From an optimization exercise on the open Yosys and OpenROAD flow, aimed at small area; shortcuts taken in it are not production practice. No run shown here included a check of the RTL's function; only the layout flow was run. Power figures rest on the tool's default switching activity, not on a simulated workload.

[design/flow/run.sh]
#!/bin/bash
# synth_recipe.tcl (not shown) runs the flow's synth.tcl, then flattens the netlist and writes it again
# the make line also repeats each setting of config.mk as NAME=value (left out here)
make -C /OpenROAD-flow-scripts/flow DESIGN_CONFIG=/design/flow/config.mk WORK_HOME=/design/flow/orfs CLKGATE_MAP_FILE= SYNTH_SCRIPT=/design/flow/synth_recipe.tcl finish
[design/flow/config.mk]
export PLATFORM = sky130hd
export DESIGN_NAME = touch_sample_filter
export DESIGN_NICKNAME = touch_sample_filter
export VERILOG_FILES = /design/flow/design.v
export SDC_FILE = /design/flow/constraint.sdc
export NUM_CORES = 4
export LEC_CHECK = 0
export CAP_MARGIN = 20
export CORE_MARGIN = 2
export CORE_UTILIZATION = 40
export SLEW_MARGIN = 20
[design/flow/constraint.sdc]
create_clock -name core_clock -period 12.0 [get_ports {clk}]
set_input_delay 2.4000 -clock core_clock [delete_from_list [all_inputs] [get_ports {clk}]]
set_output_delay 2.4000 -clock core_clock [all_outputs]
set_load 0.01 [all_outputs]
[design/flow/design.v]
package tsf_pkg;
	localparam int unsigned ADC_W    = 12;
	localparam int unsigned PRESS_W  = 13;
	localparam int unsigned TIME_W   = 32;
	localparam int unsigned IVAL_W   = 8;
	localparam int unsigned CFG_IDX_W  = 2;
	localparam int unsigned CFG_DATA_W = 13;
	localparam logic [ADC_W-1:0] FULL_SCALE = 12'd4095;
	localparam logic [CFG_IDX_W-1:0] REG_ORIENTATION  = 2'd0;
	localparam logic [CFG_IDX_W-1:0] REG_PRESS_THRESH = 2'd1;
	localparam logic [CFG_IDX_W-1:0] REG_MIN_INTERVAL = 2'd2;
	typedef enum logic [1:0] {
		ORIENT_SWAP_INV_X = 2'd0,
		ORIENT_IDENTITY   = 2'd1,
		ORIENT_SWAP_INV_Y = 2'd2,
		ORIENT_INV_BOTH   = 2'd3
	} orient_t;
	localparam orient_t            RST_ORIENTATION  = ORIENT_IDENTITY;
	localparam logic [PRESS_W-1:0] RST_PRESS_THRESH = 13'd400;
	localparam logic [IVAL_W-1:0]  RST_MIN_INTERVAL = 8'd3;
	localparam logic [TIME_W-1:0]  RST_LAST_GOOD    = 32'h8000_0000;
	typedef struct packed {
		logic [ADC_W-1:0] first;
		logic [ADC_W-1:0] second;
		logic [ADC_W-1:0] third;
	} axis_set_t;
endpackage
module tsf_pair_lane
(
	input  tsf_pkg::axis_set_t        readings,
	output logic [tsf_pkg::ADC_W-1:0] mean
);
	logic [tsf_pkg::ADC_W-1:0]   d_ab;
	logic [tsf_pkg::ADC_W-1:0]   d_ac;
	logic [tsf_pkg::ADC_W-1:0]   d_bc;
	logic [tsf_pkg::ADC_W-1:0]   op_l;
	logic [tsf_pkg::ADC_W-1:0]   op_r;
	logic [tsf_pkg::ADC_W:0]     pair_sum;
	always_comb begin
		d_ab = (readings.first > readings.second) ? readings.first - readings.second
		                                          : readings.second - readings.first;
		d_ac = (readings.first > readings.third)  ? readings.first - readings.third
		                                          : readings.third - readings.first;
		d_bc = (readings.second > readings.third) ? readings.second - readings.third
		                                          : readings.third - readings.second;
	end
	always_comb begin
		if (d_ab <= d_ac && d_ab <= d_bc) begin
			op_l = readings.first;
			op_r = readings.second;
		end else if (d_ac <= d_bc) begin
			op_l = readings.first;
			op_r = readings.third;
		end else begin
			op_l = readings.second;
			op_r = readings.third;
		end
	end
	assign pair_sum = {1'b0, op_l} + {1'b0, op_r};
	assign mean     = pair_sum[tsf_pkg::ADC_W:1];
endmodule
module tsf_rotate
(
	input  logic [1:0]       orient,
	input  logic [tsf_pkg::ADC_W-1:0] mean_x,
	input  logic [tsf_pkg::ADC_W-1:0] mean_y,
	output logic [tsf_pkg::ADC_W-1:0] rot_x,
	output logic [tsf_pkg::ADC_W-1:0] rot_y
);
	always_comb begin
		unique case (orient)
			tsf_pkg::ORIENT_SWAP_INV_X: begin
				rot_x = tsf_pkg::FULL_SCALE - mean_y;
				rot_y = mean_x;
			end
			tsf_pkg::ORIENT_IDENTITY: begin
				rot_x = mean_x;
				rot_y = mean_y;
			end
			tsf_pkg::ORIENT_SWAP_INV_Y: begin
				rot_x = mean_y;
				rot_y = tsf_pkg::FULL_SCALE - mean_x;
			end
			default: begin
				rot_x = tsf_pkg::FULL_SCALE - mean_x;
				rot_y = tsf_pkg::FULL_SCALE - mean_y;
			end
		endcase
	end
endmodule
module touch_sample_filter
(
	input  logic                  clk,
	input  logic                  arst_n,
	input  logic                  cfg_we,
	input  logic [tsf_pkg::CFG_IDX_W-1:0]  cfg_index,
	input  logic [tsf_pkg::CFG_DATA_W-1:0] cfg_wdata,
	input  logic                  in_valid,
	output logic                  in_ready,
	input  logic [tsf_pkg::TIME_W-1:0]     now_ms,
	input  logic [tsf_pkg::ADC_W-1:0]      press_a,
	input  logic [tsf_pkg::ADC_W-1:0]      press_b,
	input  logic [tsf_pkg::ADC_W-1:0]      x_first,
	input  logic [tsf_pkg::ADC_W-1:0]      x_second,
	input  logic [tsf_pkg::ADC_W-1:0]      x_third,
	input  logic [tsf_pkg::ADC_W-1:0]      y_first,
	input  logic [tsf_pkg::ADC_W-1:0]      y_second,
	input  logic [tsf_pkg::ADC_W-1:0]      y_third,
	output logic                  out_valid,
	input  logic                  out_ready,
	output logic                  sampled,
	output logic                  touched,
	output logic [tsf_pkg::ADC_W-1:0]      pos_x,
	output logic [tsf_pkg::ADC_W-1:0]      pos_y,
	output logic [tsf_pkg::PRESS_W-1:0]    pressure
);
	logic [1:0]           orient_q;
	logic [tsf_pkg::PRESS_W-1:0]   thresh_q;
	logic [tsf_pkg::IVAL_W-1:0]    min_ival_q;
	logic [tsf_pkg::TIME_W-1:0]    last_good_q;
	logic [tsf_pkg::PRESS_W-1:0]   held_press_q;
	logic [tsf_pkg::ADC_W-1:0]     held_x_q;
	logic [tsf_pkg::ADC_W-1:0]     held_y_q;
	logic                 out_valid_q;
	logic                 sampled_q;
	logic                 touched_q;
	logic [tsf_pkg::ADC_W-1:0]     pos_x_q;
	logic [tsf_pkg::ADC_W-1:0]     pos_y_q;
	logic [tsf_pkg::PRESS_W-1:0]   pressure_q;
	logic                 in_fire;
	logic [tsf_pkg::TIME_W-1:0]    elapsed;
	logic                 pass;
	logic [tsf_pkg::PRESS_W-1:0]   z_val;
	logic                 light;
	tsf_pkg::axis_set_t            set_x;
	tsf_pkg::axis_set_t            set_y;
	logic [tsf_pkg::ADC_W-1:0]     mean_x;
	logic [tsf_pkg::ADC_W-1:0]     mean_y;
	logic [tsf_pkg::ADC_W-1:0]     rot_x;
	logic [tsf_pkg::ADC_W-1:0]     rot_y;
	logic [tsf_pkg::PRESS_W-1:0]   nxt_press;
	logic [tsf_pkg::ADC_W-1:0]     nxt_x;
	logic [tsf_pkg::ADC_W-1:0]     nxt_y;
	logic [tsf_pkg::TIME_W-1:0]    nxt_last;
	always_ff @(posedge clk or negedge arst_n) begin
		if (!arst_n) begin
			orient_q   <= tsf_pkg::RST_ORIENTATION;
			thresh_q   <= tsf_pkg::RST_PRESS_THRESH;
			min_ival_q <= tsf_pkg::RST_MIN_INTERVAL;
		end else if (cfg_we) begin
			unique case (cfg_index)
				tsf_pkg::REG_ORIENTATION:  orient_q   <= cfg_wdata[1:0];
				tsf_pkg::REG_PRESS_THRESH: thresh_q   <= cfg_wdata[tsf_pkg::PRESS_W-1:0];
				tsf_pkg::REG_MIN_INTERVAL: min_ival_q <= cfg_wdata[tsf_pkg::IVAL_W-1:0];
				default: ;
			endcase
		end
	end
	assign in_ready = !out_valid_q || out_ready;
	assign in_fire  = in_valid && in_ready;
	assign elapsed = now_ms - last_good_q;
	assign pass    = elapsed >= {{(tsf_pkg::TIME_W-tsf_pkg::IVAL_W){1'b0}}, min_ival_q};
	assign z_val   = {1'b0, press_a} + {1'b0, tsf_pkg::FULL_SCALE} - {1'b0, press_b};
	assign light   = z_val < thresh_q;
	assign set_x = {x_first, x_second, x_third};
	assign set_y = {y_first, y_second, y_third};
	tsf_pair_lane u_lane_x (
		.readings (set_x),
		.mean     (mean_x)
	);
	tsf_pair_lane u_lane_y (
		.readings (set_y),
		.mean     (mean_y)
	);
	tsf_rotate u_rotate (
		.orient (orient_q),
		.mean_x (mean_x),
		.mean_y (mean_y),
		.rot_x  (rot_x),
		.rot_y  (rot_y)
	);
	always_comb begin
		nxt_press = held_press_q;
		nxt_x     = held_x_q;
		nxt_y     = held_y_q;
		nxt_last  = last_good_q;
		if (pass) begin
			if (light) begin
				nxt_press = '0;
			end else begin
				nxt_press = z_val;
				nxt_x     = rot_x;
				nxt_y     = rot_y;
				nxt_last  = now_ms;
			end
		end
	end
	always_ff @(posedge clk or negedge arst_n) begin
		if (!arst_n) begin
			last_good_q  <= tsf_pkg::RST_LAST_GOOD;
			held_press_q <= '0;
			held_x_q     <= '0;
			held_y_q     <= '0;
		end else if (in_fire) begin
			last_good_q  <= nxt_last;
			held_press_q <= nxt_press;
			held_x_q     <= nxt_x;
			held_y_q     <= nxt_y;
		end
	end
	always_ff @(posedge clk or negedge arst_n) begin
		if (!arst_n) begin
			out_valid_q <= 1'b0;
		end else if (in_fire) begin
			out_valid_q <= 1'b1;
		end else if (out_ready) begin
			out_valid_q <= 1'b0;
		end
	end
	always_ff @(posedge clk) begin
		if (in_fire) begin
			sampled_q  <= pass;
			touched_q  <= nxt_press >= thresh_q;
			pos_x_q    <= nxt_x;
			pos_y_q    <= nxt_y;
			pressure_q <= nxt_press;
		end
	end
	assign out_valid = out_valid_q;
	assign sampled   = sampled_q;
	assign touched   = touched_q;
	assign pos_x     = pos_x_q;
	assign pos_y     = pos_y_q;
	assign pressure  = pressure_q;
endmodule
==> flow_summary.toml, run 1 <==
[power_and_ir_drop]
ir_worst_vdd_v = 0.0001379
power_w = 0.004773
cellPowerDensity_nw_per_um2 = 230.5
p_leak_nw = 9.665

[min_path]
hp-class = "register to register"
worst_hold_path.endpoint = "held_y_q[2]$_DFFE_PN0P_"
hold_path_startpoint = "held_y_q[2]$_DFFE_PN0P_"
timing.hold.worst_path_depth = 1

[die]
core_region_area_sq_um = 43930
floorplan.initialDensity_pct = 40.33
core.rowCount = 77
design.die.area_sq_um = 46000
fp.dieH_microns = 214.5
number_of_top_level_pins = 189
die-width_microns = 214.5

[clock_network]
cts_tree = "done"
clk_pin_slew_worst_paths_ns = 0.07
cts_sinks = 132
tritoncts.num_buffers = 17
cts-hold-fix-buffers = 0
post_cts.repair.setup_buffers = 0
clockRootBuffer = "sky130_fd_sc_hd__clkbuf_16"
htreeDepth = 4
worst_skew_pair.late_latency_ns = 0.44
max_buffers_root_to_sink = 2
cts-resized-gates = 0

[sta]
worstMarginPinSlew_ns = 0.9568
min_period_over_period_pct = 93.27
max-slew-margin-rel_pct = 35.99
max_freq_ghz = 0.08934
min_period_ns = 11.19
report.final.setup_viol = 0
holdWs_ns = 0.4835
hold_violations = 0
clock_skew_ns = 0.01365
rsz_0062_raised_after_global_routing = "false"
drv_slew = 0
timing.setup.tns_ns = 0

[worst_setup_path]
r2r_slack_ns = 5.04
worstSetupEndpointType = "register"
criticalPathCategory = "input port to register"
critical_path.slowest_cell = "sky130_fd_sc_hd__clkdlybuf4s50_1"
critical-path-max-stage-delay_ns = 0.66
critical_path.max_fanout = 23
worst_r2r_startpoint = "last_good_q[1]$_DFFE_PN0P_"
rr_endpoint = "touched_q$_DFFE_PP_"
timing.critical_path.mode_cell = "sky130_fd_sc_hd__a21oi_1"
crit_required_ns = 12.19
timing.critical_path.arrival_ns = 11.38
setup.worst_path.start_class = "input port"
timing.reg2reg.worst_path_depth = 30

[logic_synthesis]
synthDominantAreaCellType = "sky130_fd_sc_hd__ha_1"
yosysMostFrequentCell = "sky130_fd_sc_hd__ha_1"
ys_dominant_reg_cell = "sky130_fd_sc_hd__dfrtp_1"
synth_mux_area_share_pct = 9.978
synth-xor-area-share_pct = 6.920
ys_seq_elements = 132
synth.distinct_cells = 86
synthesis.instances = 2094
fraction_of_the_mapped_netlist_area_in_compound_gates_pct = 20.82
synth_fa_ha_area_share_pct = 23.42
yosys_warnings = 3
asyncSetResetFlopFracSynth_pct = 70.45
synth_seq_area_share_pct = 19.79
synth-edff-count = 39
synth_simple_gate_area_share_pct = 12.55
post_synth_most_frequent_cells = "306 x sky130_fd_sc_hd__ha_1, 222 x sky130_fd_sc_hd__inv_1, 177 x sky130_fd_sc_hd__a21oi_1, 170 x sky130_fd_sc_hd__nand2_1, 148 x sky130_fd_sc_hd__o21ai_0"
mappedNetlistNets = 2564
synth.top_cells.by_area = "sky130_fd_sc_hd__ha_1 22%, sky130_fd_sc_hd__dfrtp_1 12%, sky130_fd_sc_hd__edfxtp_1 6.6%"
yosys.area.top_type_share_pct = 21.61
combinational_family_with_the_most_area_after_synthesis = "adder cells"
netlist_area_sq_um = 17720
avgSynthCellArea_sq_um = 8.461

[detailed_routing]
finalWirelength_mm = 51.53
num_vias = 15510
wire_per_inst_microns = 18.04
first_iter_violations = 945
drt-vias-per-instance = 5.429
drc = 0
detailedRoute.firstPassIterationCount = 6
route.antenna.remaining_nets = 0

[finish]
instances_no_fill = 2857
syn2layout_area_growth_pct = 16.86
layout-drive-gt1-share_pct = 6.449
finish.net_count = 2721
layout.filler_cells = 4347

[global_routing]
globalRouteOverflowTotal = 0
pin_count_of_the_biggest_net_entering_global_routing = 89
antenna_found_initial = 0
grt_pass1_wl_mm = 82.08
groute.usage.overall_pct = 22.12
via_count_of_the_first_global_routing_pass = 15210

[place]
place_inst = 2824
final_weighted_congestion_in_routability_driven_placement = 0.9286
port_buffers = 188
dp_hpwl_mm = 42.93

[flow_run]
max_cap_violations = 0

[outcome]
status = "no timing/DRC/antenna violations"
cell families after synthesis:
kind of cell / Yosys count
xor gates and xnor gates: 140
and+or+nand+nor: 459
DFF: 132
buffers and inverters: 286
adders and majority gates: 322
AOI/OAI and AO/OA: 595
muxes: 160
routing by layer:
| layer | track usage, % | share of wire [%] | vias to the layer above | wire (microns) |
|---|---|---|---|---|
| li1 | - | - | 7773 | - |
| met1 | 30.17 | 48 | 7357 | 24790 |
| met2 | 37.22 | 46 | 340 | 23910 |
| met3 | 3.177 | 4.1 | 40 | 2089 |
| met4 | 4.491 | 1.4 | 0 | 741 |
| met5 | 0 | 0 | - | 0 |
through the flow:
step	utilization [%]	setup WS (ns)	cell area, sq um
3_5_place_dp	45.82	0.5748	20130
3_3_place_gp	45.82	0.6365	20130
6_report	47.13	0.8074	20710
2_1_floorplan	-	1.925	17720
4_1_cts	47.13	1.008	20700
5_1_grt	47.13	0.3524	20700
state kept, by name (all words and copies together), names as in the netlist:
| name | flops |
|---|---|
| thresh_q | 13 |
| last_good_q | 32 |
| sampled_q | 1 |
| held_y_q | 12 |
| pos_y_q | 12 |
| touched_q | 1 |
| pressure_q | 13 |
| held_x_q | 12 |
| out_valid_q | 1 |
| min_ival_q | 8 |
| pos_x_q | 12 |
| held_press_q | 13 |
| orient_q | 2 |
worst max-delay path: cells and delay by family:
kind                       cells  cell delay (ns)
and+or+nand+nor                3             0.36
adders and majority gates      4             1.28
buffers and inverters          4             1.14
xor gates and xnor gates       2             0.50
AOI/OAI and AO/OA             21             4.90
muxes                          3             0.79
report_power, final:
group	switching, W	internal, W
clock	0.000229	0.000292
sequential	0.0000804	0.000692
combinational	0.00195	0.00153
total	0.00226	0.00251
worst max-delay path by stage:
stage	from	to
5_1_grt	x_third[1]	pos_x_q[11]$_DFFE_PP_
2_1_floorplan	y_first[0]	pos_x_q[11]$_DFFE_PP_
4_1_cts	x_first[0]	pos_y_q[11]$_DFFE_PP_
3_5_place_dp	x_first[0]	pos_y_q[11]$_DFFE_PP_
6_report	x_first[0]	pos_y_q[11]$_DFFE_PP_
3_3_place_gp	x_first[0]	pos_y_q[11]$_DFFE_PP_
layout make-up:
class / count / area [sq um] / area share, %
Multi-Input combinational cell: 1676 / 13070 / 63.12
Sequential cell: 132 / 3507 / 16.94
Timing Repair Buffer: 201 / 1977 / 9.547
Inverter: 223 / 837.1 / 4.043
Tap cell: 592 / 740.7 / 3.577
Clock buffer: 18 / 429.2 / 2.073
Clock inverter: 14 / 143.9 / 0.6949
Antenna cell: 1 / 2.502 / 0.01209
placed cells by master, fill, tap and decap left out, types with 11 or more instances in the layout:
cell and count:
sky130_fd_sc_hd__nor2b_1 31, sky130_fd_sc_hd__clkdlybuf4s50_1 187, sky130_fd_sc_hd__mux2_2 62, sky130_fd_sc_hd__and3_1 11
sky130_fd_sc_hd__a31oi_1 15, sky130_fd_sc_hd__xnor2_1 94, sky130_fd_sc_hd__clkbuf_16 17, sky130_fd_sc_hd__a21oi_1 177
sky130_fd_sc_hd__mux2i_1 57, sky130_fd_sc_hd__nand2_1 170, sky130_fd_sc_hd__xor2_1 46, sky130_fd_sc_hd__dfrtp_1 86
sky130_fd_sc_hd__nand2b_1 24, sky130_fd_sc_hd__nand3_1 25, sky130_fd_sc_hd__buf_4 14, sky130_fd_sc_hd__edfxtp_1 39
sky130_fd_sc_hd__a211oi_1 13, sky130_fd_sc_hd__o21bai_1 33, sky130_fd_sc_hd__fa_1 16, sky130_fd_sc_hd__nor3_1 30
sky130_fd_sc_hd__o21a_1 11, sky130_fd_sc_hd__o21ai_0 148, sky130_fd_sc_hd__nand4_1 39, sky130_fd_sc_hd__a21o_1 73
sky130_fd_sc_hd__ha_1 306, sky130_fd_sc_hd__o211ai_1 14, sky130_fd_sc_hd__nor2_1 89, sky130_fd_sc_hd__mux2_1 31
sky130_fd_sc_hd__inv_1 222, sky130_fd_sc_hd__o21ai_1 26
==> inputs of run 2 (changes only) <==
--- a/design/flow/design.v
+++ b/design/flow/design.v
@@ -116,3 +116,3 @@
 );
-	logic [1:0]           orient_q;
+	logic [1:0]                    orient_q;
 	logic [tsf_pkg::PRESS_W-1:0]   thresh_q;
@@ -123,15 +123,10 @@
 	logic [tsf_pkg::ADC_W-1:0]     held_y_q;
-	logic                 out_valid_q;
-	logic                 sampled_q;
-	logic                 touched_q;
-	logic [tsf_pkg::ADC_W-1:0]     pos_x_q;
-	logic [tsf_pkg::ADC_W-1:0]     pos_y_q;
-	logic [tsf_pkg::PRESS_W-1:0]   pressure_q;
-	logic                 in_fire;
-	logic [tsf_pkg::TIME_W-1:0]    elapsed;
-	logic                 pass;
+	logic                          out_valid_q;
+	logic                          sampled_q;
+	logic                          touched_q;
+	logic                          in_fire;
+	logic                          pass;
 	logic [tsf_pkg::PRESS_W-1:0]   z_val;
-	logic                 light;
-	tsf_pkg::axis_set_t            set_x;
-	tsf_pkg::axis_set_t            set_y;
+	logic                          light;
+	logic                          held_touch;
 	logic [tsf_pkg::ADC_W-1:0]     mean_x;
@@ -140,6 +135,2 @@
 	logic [tsf_pkg::ADC_W-1:0]     rot_y;
-	logic [tsf_pkg::PRESS_W-1:0]   nxt_press;
-	logic [tsf_pkg::ADC_W-1:0]     nxt_x;
-	logic [tsf_pkg::ADC_W-1:0]     nxt_y;
-	logic [tsf_pkg::TIME_W-1:0]    nxt_last;
 	always_ff @(posedge clk or negedge arst_n) begin
@@ -160,10 +151,8 @@
 	assign in_fire  = in_valid && in_ready;
-	assign elapsed = now_ms - last_good_q;
-	assign pass    = elapsed >= {{(tsf_pkg::TIME_W-tsf_pkg::IVAL_W){1'b0}}, min_ival_q};
-	assign z_val   = {1'b0, press_a} + {1'b0, tsf_pkg::FULL_SCALE} - {1'b0, press_b};
-	assign light   = z_val < thresh_q;
-	assign set_x = {x_first, x_second, x_third};
-	assign set_y = {y_first, y_second, y_third};
+	assign pass       = (now_ms - last_good_q) >= {{(tsf_pkg::TIME_W-tsf_pkg::IVAL_W){1'b0}}, min_ival_q};
+	assign z_val      = {1'b0, press_a} + {1'b0, ~press_b};
+	assign light      = z_val < thresh_q;
+	assign held_touch = held_press_q >= thresh_q;
 	tsf_pair_lane u_lane_x (
-		.readings (set_x),
+		.readings ({x_first, x_second, x_third}),
 		.mean     (mean_x)
@@ -171,3 +160,3 @@
 	tsf_pair_lane u_lane_y (
-		.readings (set_y),
+		.readings ({y_first, y_second, y_third}),
 		.mean     (mean_y)
@@ -181,29 +170,18 @@
 	);
-	always_comb begin
-		nxt_press = held_press_q;
-		nxt_x     = held_x_q;
-		nxt_y     = held_y_q;
-		nxt_last  = last_good_q;
-		if (pass) begin
-			if (light) begin
-				nxt_press = '0;
-			end else begin
-				nxt_press = z_val;
-				nxt_x     = rot_x;
-				nxt_y     = rot_y;
-				nxt_last  = now_ms;
-			end
-		end
-	end
-	always_ff @(posedge clk or negedge arst_n) begin
-		if (!arst_n) begin
-			last_good_q  <= tsf_pkg::RST_LAST_GOOD;
+	always_ff @(posedge clk or negedge arst_n) begin
+		if (!arst_n) begin
 			held_press_q <= '0;
-			held_x_q     <= '0;
-			held_y_q     <= '0;
-		end else if (in_fire) begin
-			last_good_q  <= nxt_last;
-			held_press_q <= nxt_press;
-			held_x_q     <= nxt_x;
-			held_y_q     <= nxt_y;
+		end else if (in_fire && pass) begin
+			held_press_q <= light ? '0 : z_val;
+		end
+	end
+	always_ff @(posedge clk or negedge arst_n) begin
+		if (!arst_n) begin
+			last_good_q <= tsf_pkg::RST_LAST_GOOD;
+			held_x_q    <= '0;
+			held_y_q    <= '0;
+		end else if (in_fire && pass && !light) begin
+			last_good_q <= now_ms;
+			held_x_q    <= rot_x;
+			held_y_q    <= rot_y;
 		end
@@ -221,7 +199,4 @@
 		if (in_fire) begin
-			sampled_q  <= pass;
-			touched_q  <= nxt_press >= thresh_q;
-			pos_x_q    <= nxt_x;
-			pos_y_q    <= nxt_y;
-			pressure_q <= nxt_press;
+			sampled_q <= pass;
+			touched_q <= pass ? !light : held_touch;
 		end
@@ -231,5 +206,5 @@
 	assign touched   = touched_q;
-	assign pos_x     = pos_x_q;
-	assign pos_y     = pos_y_q;
-	assign pressure  = pressure_q;
+	assign pos_x     = held_x_q;
+	assign pos_y     = held_y_q;
+	assign pressure  = held_press_q;
 endmodule
==> design/flow/flow/run.sh (new file) <==
#!/bin/bash
# Standard layout, with the port buffers made from the smallest buffer cell.
set -o pipefail
export BUFFER_PORTS_ARGS="-buffer_cell sky130_fd_sc_hd__buf_1"
bash standard.sh > standard.log 2>&1
==> design/flow/standard.sh (new file) <==
#!/bin/bash
# synth_recipe.tcl (not shown) runs the flow's synth.tcl, then flattens the netlist and writes it again
# the make line also repeats each setting of config.mk as NAME=value (left out here)
make -C /OpenROAD-flow-scripts/flow DESIGN_CONFIG=/design/flow/config.mk WORK_HOME=/design/flow/orfs CLKGATE_MAP_FILE= SYNTH_SCRIPT=/design/flow/synth_recipe.tcl "${@:-finish}"
removed: design/flow/run.sh
==> run 2 against run 1 <==
Global-route usage grew 0.54 points. Highest routed layer is now met5. Clock-buffer cell count shrank 9. Cell count is 6.6% lower. Sequential share of layout area fell by 3.6 points. Register-to-register slack improved by 0.49 ns. Still clean. Total power is 15% lower.
==> flow_summary.toml, run 2 <==
[outcome]
status = "no timing/DRC/antenna violations"

[place]
dp_hpwl_mm = 41.02
port_buffers = 188
final_weighted_congestion_in_routability_driven_placement = 0.9449

[worst_setup_path]
setup.worst_path.start_class = "input port"
timing.critical_path.to = "held_y_q[11]$_DFFE_PN0P_"
worst_r2r_startpoint = "last_good_q[0]$_DFFE_PN0P_"
timing.reg2reg.worst_path_depth = 22
critical_path.max_fanout = 23
critical_path.slowest_cell = "sky130_fd_sc_hd__a2111oi_0"
criticalPathCategory = "input port to register"
critical-path-max-stage-delay_ns = 0.59
timing.critical_path.arrival_ns = 11.42
timing.critical_path.mode_cell = "sky130_fd_sc_hd__a21oi_1"
crit_required_ns = 12.27
worstSetupEndpointType = "register"
startpoint = "y_second[0]"
rr_endpoint = "held_x_q[11]$_DFFE_PN0P_"
r2r_slack_ns = 5.53

[flow_run]
max_cap_violations = 0

[sta]
clock_skew_ns = 0.01649
rsz_0062_raised_after_global_routing = "false"
max-slew-margin-rel_pct = 23.84
drv_slew = 0
timing.setup.tns_ns = 0
min_period_over_period_pct = 92.97
worstMarginPinSlew_ns = 1.133
min_period_ns = 11.16
hold_violations = 0
report.final.setup_viol = 0
max_freq_ghz = 0.08963

[finish]
utilization_pct = 44.09
layout.area.seq_sq_um = 2396
layout-drive-gt1-share_pct = 7.772
layout.cells.most_common_list = "306 x sky130_fd_sc_hd__ha_1, 227 x sky130_fd_sc_hd__inv_1, 187 x sky130_fd_sc_hd__buf_1"
syn2layout_area_growth_pct = 9.235
multi_input_comb_area_sq_um = 12870
largest_register_ff_count = 32
largest_register_by_flop_count = "last_good_q"
num_antenna_cells = 0
biggest_registers_after_layout = "last_good_q (32), held_press_q (13), thresh_q (13)"
finish.net_count = 2601
mostFrequentLayoutCell = "sky130_fd_sc_hd__ha_1"
layout.filler_cells = 4088

[logic_synthesis]
netlist_area_sq_um = 16410
avgSynthCellArea_sq_um = 8.320
ys_seq_elements = 95
synth.distinct_cells = 81
synth-edff-count = 2
yosys_warnings = 3
synth.top_cells.by_area = "sky130_fd_sc_hd__ha_1 23%, sky130_fd_sc_hd__dfrtp_1 13%, sky130_fd_sc_hd__inv_1 5.2%"
fraction_of_the_mapped_netlist_area_in_compound_gates_pct = 22.46
post_synth_most_frequent_cells = "306 x sky130_fd_sc_hd__ha_1, 227 x sky130_fd_sc_hd__inv_1, 168 x sky130_fd_sc_hd__a21oi_1, 135 x sky130_fd_sc_hd__nand2_1, 123 x sky130_fd_sc_hd__o21ai_0"
ys_dominant_reg_cell = "sky130_fd_sc_hd__dfrtp_1"
synth_simple_gate_area_share_pct = 12.31
synthDominantAreaCellType = "sky130_fd_sc_hd__ha_1"
mappedNetlistNets = 2442
combinational_family_with_the_most_area_after_synthesis = "adder cells"
synthesis.instances = 1972
synth-xor-area-share_pct = 6.673
synth_seq_area_share_pct = 14.60
yosys.area.top_type_share_pct = 23.34
yosysMostFrequentCell = "sky130_fd_sc_hd__ha_1"
asyncSetResetFlopFracSynth_pct = 97.89
synth_mux_area_share_pct = 11.66
synth_fa_ha_area_share_pct = 25.29

[power_and_ir_drop]
p_leak_nw = 8.932
cellPowerDensity_nw_per_um2 = 225.5
ir_worst_vdd_v = 0.0002330

[detailed_routing]
route.antenna.remaining_nets = 0
wire_per_inst_microns = 18.07
num_vias = 14670
finalWirelength_mm = 48.22
drc = 0
drt-vias-per-instance = 5.497
first_iter_violations = 944
detailedRoute.firstPassIterationCount = 6

[die]
floorplan.initialDensity_pct = 40.37
die-width_microns = 206.5
design.die.area_sq_um = 42650
core_region_area_sq_um = 40650
core.rowCount = 74
fp.dieH_microns = 206.5
number_of_top_level_pins = 189

[global_routing]
pin_count_of_the_biggest_net_entering_global_routing = 79
globalRouteOverflowTotal = 0
via_count_of_the_first_global_routing_pass = 14390
antenna_found_initial = 2
groute.usage.overall_pct = 22.66
grt_pass1_wl_mm = 76.32

[clock_network]
cts-hold-fix-buffers = 0
htreeDepth = 3
clk_pin_slew_worst_paths_ns = 0.08
max_buffers_root_to_sink = 2
cts_tree = "done"
tritoncts.num_buffers = 9
worst_skew_pair.late_latency_ns = 0.39
clockRootBuffer = "sky130_fd_sc_hd__clkbuf_16"
cts_sinks = 95

[min_path]
hold_path_startpoint = "last_good_q[24]$_DFFE_PN0P_"
hp-class = "register to register"
==> run 2: layer usage <==
layer / routed length [microns] / track usage (%)
met1: 22110 / 29.94
met2: 22000 / 37.65
met3: 2435 / 3.185
met4: 1651 / 7.908
met5: 17 / 0
==> run 2: layout make-up <==
| type | count | area share (%) |
|---|---|---|
| timing repair buffer | 200 | 4.482 |
| tap | 532 | 3.714 |
| clock inverter | 7 | 0.6074 |
| multi-input combinational | 1597 | 71.80 |
| inverter | 228 | 4.775 |
| clock buffer | 9 | 1.257 |
| sequential | 95 | 13.37 |
==> run 2: cells by family (layout without fill, tap and decap cells) <==
logic type,count (synthesis),count (layout)
adder cells (fa/ha/maj),322,322
buffers and inverters,280,444
flip-flops,95,95
AO/OA/AOI/OAI,573,573
multiplexers,163,163
XOR/XNOR,125,125
AND/OR/NAND/NOR,414,414
==> run 2: worst max-delay path: cells and delay by family <==
family / cells / cell delay, ns
AND/OR/NAND/NOR: 2 / 0.72
multiplexers: 2 / 0.71
XOR/XNOR: 2 / 0.39
AO/OA/AOI/OAI: 26 / 5.21
adder cells (fa/ha/maj): 4 / 1.33
buffers and inverters: 4 / 0.64
==> run 2: worst min path at each step <==
| stage | depth (start not counted) | slack, ns | end |
|---|---|---|---|
| 2_1_floorplan | 1 | 0.48 | last_good_q[23]$_DFFE_PN0P_ |
| 3_3_place_gp | 1 | 0.49 | last_good_q[25]$_DFFE_PN0P_ |
| 3_5_place_dp | 1 | 0.49 | held_x_q[4]$_DFFE_PN0P_ |
| 4_1_cts | 1 | 0.51 | last_good_q[24]$_DFFE_PN0P_ |
| 5_1_grt | 1 | 0.52 | last_good_q[18]$_DFFE_PN0P_ |
| 6_report | 1 | 0.51 | last_good_q[24]$_DFFE_PN0P_ |
==> run 2: metrics by stage <==
| stage | instances | worst slack, ns | power, W | hold slack [ns] | cell area [sq um] |
|---|---|---|---|---|---|
| after detailed placement | 2651 | 0.4036 | 0.003696 | 0.4896 | 17570 |
| after global placement | 2651 | 0.5660 | 0.003644 | 0.4871 | 17570 |
| after floorplan | 1972 | 2.066 | 0.002928 | 0.4793 | 16410 |
| after CTS | 2667 | 0.7893 | 0.004051 | 0.5124 | 17910 |
| final | 2668 | 0.8433 | 0.004041 | 0.5079 | 17920 |
| after global routing | 2668 | 0.07312 | 0.004481 | 0.5209 | 17920 |
==> run 2: report_power, final <==
| part | internal [W] | switching [W] | leakage [nW] |
|---|---|---|---|
| logic | 0.00138 | 0.00179 | 7.65 |
| clock network | 0.000154 | 0.000165 | 0.159 |
| registers | 0.000454 | 0.0000933 | 1.12 |
==> run 2: repair_timing <==
action	in CTS	in global routing
endpoints found under the setup margin	0	4
resized for setup	0	1
setup buffers	0	0

==> what the ideal ports hide <==
No port has a modelled driver above. Below, the same layouts with a new extraction and two added sets of constraints. Step 1: set_driving_cell puts a clkbuf_16 on clk and a buf_2 on each other input, an assumption about the parent block. Step 2 also shifts input and output timing later by t, the mid clock arrival at the registers, as if the neighbouring blocks saw the same clock. Three values: ideal, step 1, step 2; two values: the first two.
run	t (ns)	setup WS [ns]	worst register clock-pin slew, ns	worst data-port slew with drivers (ns)
run 1	0.479	0.807 / 0.832 / 0.353	0.07 / 0.07	0.07
run 2	0.418	0.843 / 0.862 / 0.443	0.09 / 0.09	0.07
After both steps setup and hold are still met in every run listed. The setup slack of run 1, which loses most, moves by +0.025 ns with the drivers and by -0.454 ns with both steps.
